Background: an optimization exercise with open tools, aiming at small area. Do not read the settings as production practice. In this exercise RTL edits were held to simulation tests only and were not proved equivalent to the original. Power is estimated from default activity; no workload was simulated.

`flow/design.v`:
```
package regfile_reader_pkg;
   localparam int XLEN      = 32;
   localparam int REG_COUNT = 32;
   localparam int AW        = $clog2(REG_COUNT);
   typedef logic [AW-1:0] reg_addr_t;
   localparam reg_addr_t REG_ZERO = '0;
endpackage
module regfile_reader_scoreboard #(
   parameter int REG_COUNT = regfile_reader_pkg::REG_COUNT,
   parameter int AW        = regfile_reader_pkg::AW
) (
   input  logic          clk,
   input  logic          rstn,
   input  logic          lock_enable,
   input  logic [AW-1:0] lock_dest,
   input  logic          reg_w_enable,
   input  logic [AW-1:0] reg_w_dest,
   input  logic [AW-1:0] rs1,
   input  logic [AW-1:0] rs2,
   output logic          blocked1,
   output logic          blocked2
);
   logic [REG_COUNT-1:0] busy;
   always_ff @(posedge clk or negedge rstn) begin
      if (!rstn) begin
         busy <= '0;
      end else begin
         if (reg_w_enable && reg_w_dest != regfile_reader_pkg::REG_ZERO)
            busy[reg_w_dest] <= 1'b0;
         if (lock_enable && lock_dest != regfile_reader_pkg::REG_ZERO)
            busy[lock_dest] <= 1'b1;
      end
   end
   always_comb begin
      blocked1 = (rs1 != regfile_reader_pkg::REG_ZERO) && busy[rs1] &&
                 !(reg_w_enable && reg_w_dest == rs1);
      blocked2 = (rs2 != regfile_reader_pkg::REG_ZERO) && busy[rs2] &&
                 !(reg_w_enable && reg_w_dest == rs2);
   end
endmodule
module regfile_reader #(
   parameter int XLEN      = regfile_reader_pkg::XLEN,
   parameter int REG_COUNT = regfile_reader_pkg::REG_COUNT,
   parameter int AW        = regfile_reader_pkg::AW
) (
   input  logic            clk,
   input  logic            rstn,
   input  logic            enabled,
   output logic            completed,
   input  logic [AW-1:0]   rs1,
   input  logic [AW-1:0]   rs2,
   output logic [XLEN-1:0] rs1_data,
   output logic [XLEN-1:0] rs2_data,
   input  logic            lock_enable,
   input  logic [AW-1:0]   lock_dest,
   input  logic            reg_w_enable,
   input  logic [AW-1:0]   reg_w_dest,
   input  logic [XLEN-1:0] reg_w_data,
   output logic            stalled
);
   logic [XLEN-1:0] regs [REG_COUNT];
   logic            blocked1, blocked2, hazard;
   logic [XLEN-1:0] op1, op2;
   regfile_reader_scoreboard #(.REG_COUNT(REG_COUNT), .AW(AW)) u_sb (
      .clk          (clk),
      .rstn         (rstn),
      .lock_enable  (lock_enable),
      .lock_dest    (lock_dest),
      .reg_w_enable (reg_w_enable),
      .reg_w_dest   (reg_w_dest),
      .rs1          (rs1),
      .rs2          (rs2),
      .blocked1     (blocked1),
      .blocked2     (blocked2)
   );
   assign hazard  = blocked1 || blocked2;
   assign stalled = enabled && hazard;
   always_comb begin
      op1 = regs[rs1];
      op2 = regs[rs2];
      if (reg_w_enable && reg_w_dest == rs1) op1 = reg_w_data;
      if (reg_w_enable && reg_w_dest == rs2) op2 = reg_w_data;
      if (rs1 == regfile_reader_pkg::REG_ZERO) op1 = '0;
      if (rs2 == regfile_reader_pkg::REG_ZERO) op2 = '0;
   end
   always_ff @(posedge clk or negedge rstn) begin
      if (!rstn) begin
         for (int i = 0; i < REG_COUNT; i++) regs[i] <= '0;
      end else if (reg_w_enable && reg_w_dest != regfile_reader_pkg::REG_ZERO) begin
         regs[reg_w_dest] <= reg_w_data;
      end
   end
   always_ff @(posedge clk or negedge rstn) begin
      if (!rstn) begin
         completed <= 1'b0;
         rs1_data  <= '0;
         rs2_data  <= '0;
      end else if (enabled && !hazard) begin
         completed <= 1'b1;
         rs1_data  <= op1;
         rs2_data  <= op2;
      end else begin
         completed <= 1'b0;
      end
   end
endmodule
```
`flow/config.mk`:
```
export PLATFORM = sky130hd
export DESIGN_NAME = regfile_reader
export DESIGN_NICKNAME = regfile_reader
export VERILOG_FILES = /design/flow/design.v
export SDC_FILE = /design/flow/constraint.sdc
export NUM_CORES = 4
export LEC_CHECK = 0
export CAP_MARGIN = 20
export CORE_MARGIN = 2
export CORE_UTILIZATION = 30
export SLEW_MARGIN = 20
```
`flow/constraint.sdc`:
```
create_clock -name core_clock -period 6.0 [get_ports {clk}]
set_input_delay 1.2000 -clock core_clock [delete_from_list [all_inputs] [get_ports {clk}]]
set_output_delay 1.2000 -clock core_clock [all_outputs]
set_load 0.01 [all_outputs]
```
`flow/run.sh`:
```
#!/bin/bash
# synth_recipe.tcl (not shown) runs the flow's synth.tcl, then flattens the netlist and writes it again
# the make line also repeats each setting of config.mk as NAME=value (left out here)
make -C /OpenROAD-flow-scripts/flow DESIGN_CONFIG=/design/flow/config.mk WORK_HOME=/design/flow/orfs CLKGATE_MAP_FILE= SYNTH_SCRIPT=/design/flow/synth_recipe.tcl finish
```
==> summary.txt <==
Startpoint Class input port; IO Pins 123; Post-synth top flop dfrtp_1; initial DRC count 11,300; CP Data Required Time 4.80 ns; synthesized cell area 55,800 sq um; row cnt between 150 and 200; vias per cell between 6 and 7; Fin Setup TNS 0 ns; Yosys reg bits 1,089; final core occ 35.9%; synth top area cells dfrtp_1 49%, mux2_2 21%, a22oi_1 7.9%; DRT Wirelength 325 mm; final setup violating endpoints 0; PnR worst setup slack 0.784 ns; Clock power frac 35.4%; top post-synthesis cells by count 1,089 x dfrtp_1, 1,038 x mux2_2, 587 x a22oi_1; Final Cycle Share 86.9%; CP Capture Type output port; Power Density 346 nW/um^2; largest net degree at the start of global routing about 130; GRT Overall Usage 33.1%; first-pass GRT wire length 434 mm; status timing/DRC/antenna clean; Arrival @ worst endpoint 4.02 ns; CTS root buf clkbuf_16; most area-hungry cell type in the Yosys netlist dfrtp_1; Max Cap Viol 0; Final Net Count 4,992; Hold Fails Final Rpt 0; NetSw between 7 and 8 mW; core area 185,000 sq um; synthesized instance count around 4,800; die height 435 microns; clk sinks 1,089; Cell Area, Placed 61,900 sq um; Net Count, Synth 4,871; setup repair bufs after CTS 0; share of cells above drive strength 1 34.8%; top-count cell post-synth dfrtp_1; Mean Syn Cell Area ~12 sq um; share of power burned in registers 46.1%; fmax between 0.15 and 0.2 GHz; CTS max path bufs 3; cts bufs inserted 119; Post-synth ARST share 100%; clock latency on the worst-skew pair 0.84 ns; P_int 15.7 mW; CP Class input port to output port; sequential fraction of the synthesis area 48.9%; final clock skew 0.0838 ns; Resized Gates After CTS 0; CTS H-tree depth 3; Slew Viols, Final 0; CTS tree yes; WL/cell between 40 and 50 microns; Place WS 0.680 ns; HP Class register to register; antenna violations before repair 42; worst slew pin tran between 1 and 1.5 ns; post-route cell area 66,300 sq um; Sw Ratio 31.6%; DRC 0; Slew HR 8.44%; Initial Util 30.1%; die area 189,000 sq um; via count 52,700; synth unique cells between 70 and 80; post-route ant nets 0; Synth top area share 48.9%; HPWL after DPL 205 mm; minimum clock period 5.22 ns; Pwr Total around 23 mW; P&R area growth vs syn 19.0%; DR pass1 iterations 12; CTS clock-pin slew for the worst setup and hold paths 0.06 ns; vias in the first global route 49,500; RSZ-0062 raised after global routing no; Die Wd 435 microns; Congestion Overflow GR 0; port bufs 122; Peak VDD IR 0.000259 V; leakage 28.6 nW; crit-path max FO 13; fillers 18,300; Ys Warns 3; Comb power frac 18.6%; routability congestion estimate from global placement 1.06; CTS Hold Bufs 0; Post-synth EDFFs 0
registers in the layout, summed over array words and instances, names as in the netlist:
signal and cells:
rs1_data 32, rs2_data 32, completed 1, regs 992
u_sb.busy 32
worst paths after layout:
check,start,endpoint,slack (ns),cells past startpoint
max in group asynchronous,rstn,regs[25][1]$_DFFE_PN0P_,3.98,2
hold / removal,rs2_data[30]$_DFFE_PN0P_,rs2_data[30]$_DFFE_PN0P_,0.48,2
setup reg to reg,u_sb.busy[13]$_DFF_PN0_,rs1_data[14]$_DFFE_PN0P_,2.58,8
hold reg to reg,rs2_data[30]$_DFFE_PN0P_,rs2_data[30]$_DFFE_PN0P_,0.48,2
setup / recovery,reg_w_dest[2],stalled,0.78,8
min in group asynchronous,rstn,regs[27][2]$_DFFE_PN0P_,0.50,1
worst max-delay path, cell delays in order:
cell	delay, ns
clkdlybuf4s50_1	0.72
xor2_1	0.29
nor4_1	0.67
a31oi_4	0.16
and3_1	0.21
nor2_1	0.19
nor2_1	0.09
clkdlybuf4s50_1	0.49
cell families after synthesis:
group | share of synthesized area (%)
AOI/OAI and AO/OA | 15.5
xor gates and xnor gates | 0.283
adders and majority gates | 0.224
buffers and inverters | 3.51
DFF | 48.9
muxes | 23.7
and+or+nand+nor | 7.85
through the flow:
step	hold slack [ns]	instances
after floorplan	0.475	4804
after global placement	0.464	7280
after detailed placement	0.477	7281
after CTS	0.492	7501
after global routing	0.513	7512
final	0.483	7547
metal layers:
layer	up-vias	share of wire, %	track usage, %
met2	5578	38	43.5
met5	-	0.13	1.54
met1	26400	36	40.5
li1	18800	-	-
met3	1881	16	17.5
met4	25	9.5	24.1
layout by cell type, fill, tap and decap left out, types with 64 or more instances in the layout:
| cell type | n |
|---|---|
| o21ai_0 | 178 |
| nand2_1 | 195 |
| buf_4 | 300 |
| clkdlybuf4s50_1 | 103 |
| a22o_1 | 64 |
| nand3_1 | 66 |
| dfrtp_1 | 1089 |
| mux2i_1 | 107 |
| nand4_1 | 110 |
| mux2_2 | 1038 |
| a22oi_1 | 587 |
| clkbuf_16 | 119 |
| a21oi_1 | 78 |
| and3_1 | 92 |
area by class of cell:
type                       instances  area (sq um)  share of cell area [%]
inverter                          21          78.8                   0.119
clock inverter                    56           901                    1.36
tap                             2480          3100                    4.68
multi-input combinational       3229         27200                    41.0
clock buffer                     164          3350                    5.05
sequential                      1089         27300                    41.1
timing repair buffer             465          4340                    6.54
antenna                           43           108                   0.162
power by group through the flow:
stage / clock, mW / sequential, mW / combinational (mW)
6_report: 8.11 / 10.6 / 4.26
5_1_grt: 8.38 / 10.6 / 4.44
4_1_cts: 8.10 / 10.4 / 4.12
3_5_place_dp: 0 / 10.5 / 4.11
3_3_place_gp: 0 / 10.5 / 4.03
2_1_floorplan: 0 / 9.94 / 2.33

## re-timing with driven ports
No port has a modelled driver above. Below, the same layout with a new extraction and two added sets of constraints.
Step 1 sets driving cells, clkbuf_16 on the clock port and buf_2 on the other inputs (assumed; they add their load-dependent delay and slew).
Step 2 adds t to the input delays and takes it off the output delays; t is the mean of the earliest and latest rising clock arrival at the registers after step 1. Input paths then give back, and output paths get back, about the clock's delay inside the block.
Slacks: no drivers / after step 1 / after step 2; pairs: no drivers / after step 1.
shift t [ns]: 0.880
slack for setup (ns): 0.784 / 0.763 / 0.503
cell pins on the clock port's net: 1
After both steps this run still meets setup and hold. The setup slack of this run moves by -0.021 ns with the drivers and by -0.281 ns with both steps.
